Source: an optimization exercise on an open RTL-to-GDS flow (aim: small area). Production flows keep margins and buffers that such runs may drop.
RTL that was checked went through simulation tests only; none was proved equivalent to the original.
No activity file was given, so power comes from the tool's default toggle rates.

==> run a: inputs <==
==> flow/design.v (excerpt) <==
module writeback_regfile
#(
    parameter int XLEN  = writeback_regfile_pkg::WB_XLEN,
    parameter int NREG  = writeback_regfile_pkg::REG_NUM,
    parameter int CNT_W = 32
) (
    input  logic                    clock,
    input  logic                    reset,
    input  logic                    RegWrite,
    input  logic [1:0]              ResultSrc,
    input  logic [$clog2(NREG)-1:0] RegAdrWrite,
    input  logic [XLEN-1:0]         ALUResult,
    input  logic [XLEN-1:0]         ReadData,
    input  logic [XLEN-1:0]         PCPlus4,
    input  logic [XLEN-1:0]         ExtImm,
    input  logic [$clog2(NREG)-1:0] Rs1Adr,
    input  logic [$clog2(NREG)-1:0] Rs2Adr,
    output logic [XLEN-1:0]         Rs1Data,
    output logic [XLEN-1:0]         Rs2Data,
    output logic [XLEN-1:0]         Result,
    output logic [CNT_W-1:0]        WbCount
);
==> module wb_result_bit, before the edit <==
module wb_result_bit (
    input  logic [3:0] d,
    input  logic [3:0] s,
    output logic       y
);
    assign y = |(d & s);
endmodule
==> module wb_result_mux, before the edit <==
module wb_result_mux
#(
    parameter int W = writeback_regfile_pkg::WB_XLEN
) (
    input  logic [1:0]   ResultSrc,
    input  logic [W-1:0] ALUResult,
    input  logic [W-1:0] ReadData,
    input  logic [W-1:0] PCPlus4,
    input  logic [W-1:0] ExtImm,
    output logic [W-1:0] Result
);
    logic [3:0] sel;
    assign sel[0] = (ResultSrc == writeback_regfile_pkg::RES_ALU);
    assign sel[1] = (ResultSrc == writeback_regfile_pkg::RES_MEM);
    assign sel[2] = (ResultSrc == writeback_regfile_pkg::RES_PC4);
    assign sel[3] = (ResultSrc == writeback_regfile_pkg::RES_IMM);
    for (genvar b = 0; b < W; b++) begin : g_bit
        wb_result_bit u_bit (
            .d ({ExtImm[b], PCPlus4[b], ReadData[b], ALUResult[b]}),
            .s (sel),
            .y (Result[b])
        );
    end
endmodule
==> module wb_inc_grp, before the edit <==
module wb_inc_grp (
    input  logic [3:0] q,
    input  logic       cin,
    output logic [3:0] s,
    output logic       ones
);
    logic [4:0] c;
    assign c[0] = cin;
    for (genvar j = 0; j < 4; j++) begin : g_bit
        assign s[j]   = q[j] ^ c[j];
        assign c[j+1] = q[j] & c[j];
    end
    assign ones = &q;
endmodule
==> module writeback_regfile, before the edit <==
module writeback_regfile
#(
    parameter int XLEN  = writeback_regfile_pkg::WB_XLEN,
    parameter int NREG  = writeback_regfile_pkg::REG_NUM,
    parameter int CNT_W = 32
) (
    input  logic                    clock,
    input  logic                    reset,
    input  logic                    RegWrite,
    input  logic [1:0]              ResultSrc,
    input  logic [$clog2(NREG)-1:0] RegAdrWrite,
    input  logic [XLEN-1:0]         ALUResult,
    input  logic [XLEN-1:0]         ReadData,
    input  logic [XLEN-1:0]         PCPlus4,
    input  logic [XLEN-1:0]         ExtImm,
    input  logic [$clog2(NREG)-1:0] Rs1Adr,
    input  logic [$clog2(NREG)-1:0] Rs2Adr,
    output logic [XLEN-1:0]         Rs1Data,
    output logic [XLEN-1:0]         Rs2Data,
    output logic [XLEN-1:0]         Result,
    output logic [CNT_W-1:0]        WbCount
);
    localparam int AW = $clog2(NREG);
    logic [XLEN-1:0]  regs_nxt [1:NREG-1];
    logic [CNT_W-1:0] wb_count_r;
    logic [XLEN-1:0]  result_s;
    logic             commit_s;
    logic [NREG-1:1]  we_s;
    logic [NREG-1:1]  hold_s;
    logic [NREG-1:1]  sel1_s;
    logic [NREG-1:1]  sel2_s;
    wb_result_mux #(.W(XLEN)) u_result_mux (
        .ResultSrc (ResultSrc),
        .ALUResult (ALUResult),
        .ReadData  (ReadData),
        .PCPlus4   (PCPlus4),
        .ExtImm    (ExtImm),
        .Result    (result_s)
    );
    assign commit_s = RegWrite && !reset && (RegAdrWrite != {AW{1'b0}});
    for (genvar i = 1; i < NREG; i++) begin : g_reg
        assign we_s[i]   = commit_s && (RegAdrWrite == AW'(i));
        assign hold_s[i] = !reset && !we_s[i];
        wb_rf_row #(.W(XLEN)) u_row (
            .clock (clock),
            .hold  (hold_s[i]),
            .we    (we_s[i]),
            .d     (result_s),
            .nxt   (regs_nxt[i])
        );
    end
    localparam int NGRP = CNT_W / 4;
    logic [CNT_W-1:0] cnt_r;
    logic [CNT_W-1:0] cnt_s;
    logic             pend_r;
    logic [NGRP:0]    gcarry_s;
    logic [NGRP-1:0]  gones_s;
    assign gcarry_s[0] = pend_r;
    for (genvar k = 0; k < NGRP; k++) begin : g_cnt
        wb_inc_grp u_grp (
            .q    (cnt_r[4*k+3:4*k]),
            .cin  (gcarry_s[k]),
            .s    (cnt_s[4*k+3:4*k]),
            .ones (gones_s[k])
        );
        assign gcarry_s[k+1] = gcarry_s[k] & gones_s[k];
    end
    always_ff @(posedge clock) begin
        pend_r <= commit_s;
        cnt_r  <= cnt_s & {CNT_W{!reset}};
    end
    assign wb_count_r = cnt_s;
    for (genvar i = 1; i < NREG; i++) begin : g_sel
        assign sel1_s[i] = (Rs1Adr == AW'(i));
        assign sel2_s[i] = (Rs2Adr == AW'(i));
    end
    for (genvar b = 0; b < XLEN; b++) begin : g_rd
        logic [NREG-1:1] col;
        for (genvar i = 1; i < NREG; i++) begin : g_col
            assign col[i] = regs_nxt[i][b];
        end
        wb_rd_bit u_rd1 (.d(col), .s(sel1_s), .y(Rs1Data[b]));
        wb_rd_bit u_rd2 (.d(col), .s(sel2_s), .y(Rs2Data[b]));
    end
    assign Result  = result_s;
    assign WbCount = wb_count_r;
endmodule
Settings: LEC_CHECK=0, CAP_MARGIN=20, CORE_MARGIN=2, CORE_UTILIZATION=62, SETUP_SLACK_MARGIN=0.1, SLEW_MARGIN=20, SYNTH_HIERARCHICAL=1; clock period 7.0 ns.
standard.sh (not shown) runs the stock make flow with config.mk's settings and CLKGATE_MAP_FILE= SYNTH_SCRIPT=/design/flow/synth_recipe.tcl, a recipe that flattens the netlist after the stock synthesis.
==> flow/flow/run.sh <==
#!/bin/bash
# Standard ORFS layout with changes that only affect how the layout is built:
# small port buffers, a clock tree with larger sink clusters and no dummy
# loads, and gate downsizing on paths with slack after global routing,
# followed by a second slew/capacitance repair (flow/post_grt.tcl). Synthesis gate
# sizes are reset to the smallest drive before placement (flow/post_floorplan.tcl).
set -euo pipefail
export BUFFER_PORTS_ARGS="-buffer_cell sky130_fd_sc_hd__buf_1"
export CTS_ARGS="-sink_clustering_enable -repair_clock_nets -dont_use_dummy_load -sink_clustering_size 25 -sink_clustering_max_diameter 100"
export RECOVER_POWER=100
export POST_GLOBAL_ROUTE_TCL="$PWD/flow/post_grt.tcl"
export POST_FLOORPLAN_TCL="$PWD/flow/post_floorplan.tcl"
bash standard.sh finish > make_finish.log 2>&1
==> flow/flow/post_floorplan.tcl <==
# Area recovery: start every combinational gate at its smallest drive
# strength (synthesis sized gates without wires). The flow's later
# repair_design and repair_timing upsize the ones that need it.
set db [ord::get_db]
set n 0
foreach inst [[ord::get_db_block] getInsts] {
  set m [[$inst getMaster] getName]
  if {![regexp {^(sky130_fd_sc_hd__[a-z0-9]+)_([0-9]+)$} $m -> base sz]} { continue }
  if {$sz <= 1} { continue }
  if {[regexp {__(df|edf|sdf|dl|clk|conb|tap|fill|decap|diode|buf)} $base]} { continue }
  foreach cand [list ${base}_1 ${base}_0] {
    set nm [$db findMaster $cand]
    if {$nm ne "NULL" && $nm ne ""} {
      $inst swapMaster $nm
      incr n
      break
    }
  }
}
puts "post_floorplan: downsized $n gates"
==> flow/flow/post_grt.tcl <==
# Power recovery may downsize drivers past the slew and capacitance limits:
# repair those again and legalise, then reroute the touched nets.
log_cmd global_route -start_incremental
repair_design_helper
log_cmd detailed_placement
log_cmd global_route -end_incremental
log_cmd estimate_parasitics -global_routing
report_worst_slack -max
report_check_types -max_slew -max_capacitance -violators
==> inputs of run b, as changes to run a <==
--- a/flow/design.v
+++ b/flow/design.v
@@ -8,11 +8,4 @@
     localparam logic [1:0] RES_IMM = 2'b11;
 endpackage
-module wb_result_bit (
-    input  logic [3:0] d,
-    input  logic [3:0] s,
-    output logic       y
-);
-    assign y = |(d & s);
-endmodule
 module wb_result_mux
 #(
@@ -26,15 +19,13 @@
     output logic [W-1:0] Result
 );
-    logic [3:0] sel;
-    assign sel[0] = (ResultSrc == writeback_regfile_pkg::RES_ALU);
-    assign sel[1] = (ResultSrc == writeback_regfile_pkg::RES_MEM);
-    assign sel[2] = (ResultSrc == writeback_regfile_pkg::RES_PC4);
-    assign sel[3] = (ResultSrc == writeback_regfile_pkg::RES_IMM);
-    for (genvar b = 0; b < W; b++) begin : g_bit
-        wb_result_bit u_bit (
-            .d ({ExtImm[b], PCPlus4[b], ReadData[b], ALUResult[b]}),
-            .s (sel),
-            .y (Result[b])
-        );
+    always_comb begin
+        Result = ALUResult;
+        case (ResultSrc)
+            writeback_regfile_pkg::RES_ALU: Result = ALUResult;
+            writeback_regfile_pkg::RES_MEM: Result = ReadData;
+            writeback_regfile_pkg::RES_PC4: Result = PCPlus4;
+            writeback_regfile_pkg::RES_IMM: Result = ExtImm;
+            default: Result = ALUResult;
+        endcase
     end
 endmodule
@@ -72,18 +63,4 @@
     assign t_n[10] = !(d[31] & s[31]);
     assign y = !(&t_n[3:0]) | !(&t_n[7:4]) | !(&t_n[10:8]);
-endmodule
-module wb_inc_grp (
-    input  logic [3:0] q,
-    input  logic       cin,
-    output logic [3:0] s,
-    output logic       ones
-);
-    logic [4:0] c;
-    assign c[0] = cin;
-    for (genvar j = 0; j < 4; j++) begin : g_bit
-        assign s[j]   = q[j] ^ c[j];
-        assign c[j+1] = q[j] & c[j];
-    end
-    assign ones = &q;
 endmodule
 module writeback_regfile
@@ -138,25 +115,12 @@
         );
     end
-    localparam int NGRP = CNT_W / 4;
-    logic [CNT_W-1:0] cnt_r;
-    logic [CNT_W-1:0] cnt_s;
-    logic             pend_r;
-    logic [NGRP:0]    gcarry_s;
-    logic [NGRP-1:0]  gones_s;
-    assign gcarry_s[0] = pend_r;
-    for (genvar k = 0; k < NGRP; k++) begin : g_cnt
-        wb_inc_grp u_grp (
-            .q    (cnt_r[4*k+3:4*k]),
-            .cin  (gcarry_s[k]),
-            .s    (cnt_s[4*k+3:4*k]),
-            .ones (gones_s[k])
-        );
-        assign gcarry_s[k+1] = gcarry_s[k] & gones_s[k];
+    logic [CNT_W:0] carry_s;
+    assign carry_s[0] = commit_s;
+    for (genvar b = 0; b < CNT_W; b++) begin : g_cnt
+        assign carry_s[b+1] = carry_s[b] & wb_count_r[b];
+        always_ff @(posedge clock) begin
+            wb_count_r[b] <= !reset & (wb_count_r[b] ^ carry_s[b]);
+        end
     end
-    always_ff @(posedge clock) begin
-        pend_r <= commit_s;
-        cnt_r  <= cnt_s & {CNT_W{!reset}};
-    end
-    assign wb_count_r = cnt_s;
     for (genvar i = 1; i < NREG; i++) begin : g_sel
         assign sel1_s[i] = (Rs1Adr == AW'(i));
==> flow/flow/run.sh (replaced) <==
#!/bin/bash
# Standard ORFS layout with changes that only affect how the layout is built:
# small port buffers, a clock tree without dummy loads, a setup margin, and
# gate downsizing on paths with slack after global routing.
set -euo pipefail
export BUFFER_PORTS_ARGS="-buffer_cell sky130_fd_sc_hd__buf_1"
export CTS_ARGS="-sink_clustering_enable -repair_clock_nets -dont_use_dummy_load"
export RECOVER_POWER=100
bash standard.sh finish > make_finish.log 2>&1
- CORE_UTILIZATION: 62 -> 40
- SETUP_SLACK_MARGIN: 0.1 -> 0.15
removed: flow/flow/post_floorplan.tcl
removed: flow/flow/post_grt.tcl
==> flow_summary.yaml <==
outcome:
  outcome: "timing/DRC/antenna clean"
die:
  floorplan.tapcells: 873
worst_setup_path:
  r2r_end: "cnt_r[27]"
final_layout:
  nMultiInputCombCells: 2230
  final_std_cells_w_o_fill: 4657
  clock_buffer_count: 47
pwr:
  p_sw_frac: 0.263
  power.share.combinational: 0.091
  switching_power_mw: 2.59
Source of the figures above: run a

==> flow_summary.yaml <==
final_layout:
  final_std_cells_w_o_fill: 5122
outcome:
  outcome: "complete, but fails checks"
  check.faults: "capacitance limit, slew limit"
pwr:
  switching_power_mw: 2.96
  power.share.combinational: 0.078
run:
  maxCapViolCount: 2
worst_setup_path:
  max_stage_delay_ps: 1370
  r2r_end: "wb_count_r[31]"
sta:
  final_max_slew_viol_count: 43
Source of the figures above: run b

The RTL of run b was laid out without a check of its function.

afterwards: timing with drivers on the ports:
In the flow no input, the clock included, has a driving cell. The finished layouts below were timed again as built, in two steps.
Step 1, drivers: a clkbuf_16 drives clock and a buf_2 each remaining input, both assumed.
Step 2 times the ports against the registers' clock, not the clock port: input delays grow and output delays shrink by t, the midpoint of the rising clock arrivals with the driver on.
Three values: no drivers, after step 1, after step 2; two values: the first two.
run	shift t [ns]	setup WS [ns]	clock arrival spread, ns	worst data-port slew with drivers (ns)	cell pins on the clock port's net
run a	0.705	0.178 / 0.150 / 0.150	0.048 / 0.047	0.07	1
run b	0.734	0.318 / 0.283 / -0.234	0.077 / 0.077	0.08	1
For run b, which loses most, drivers alone change the setup slack by -0.035 ns; drivers and shift together by -0.552 ns.
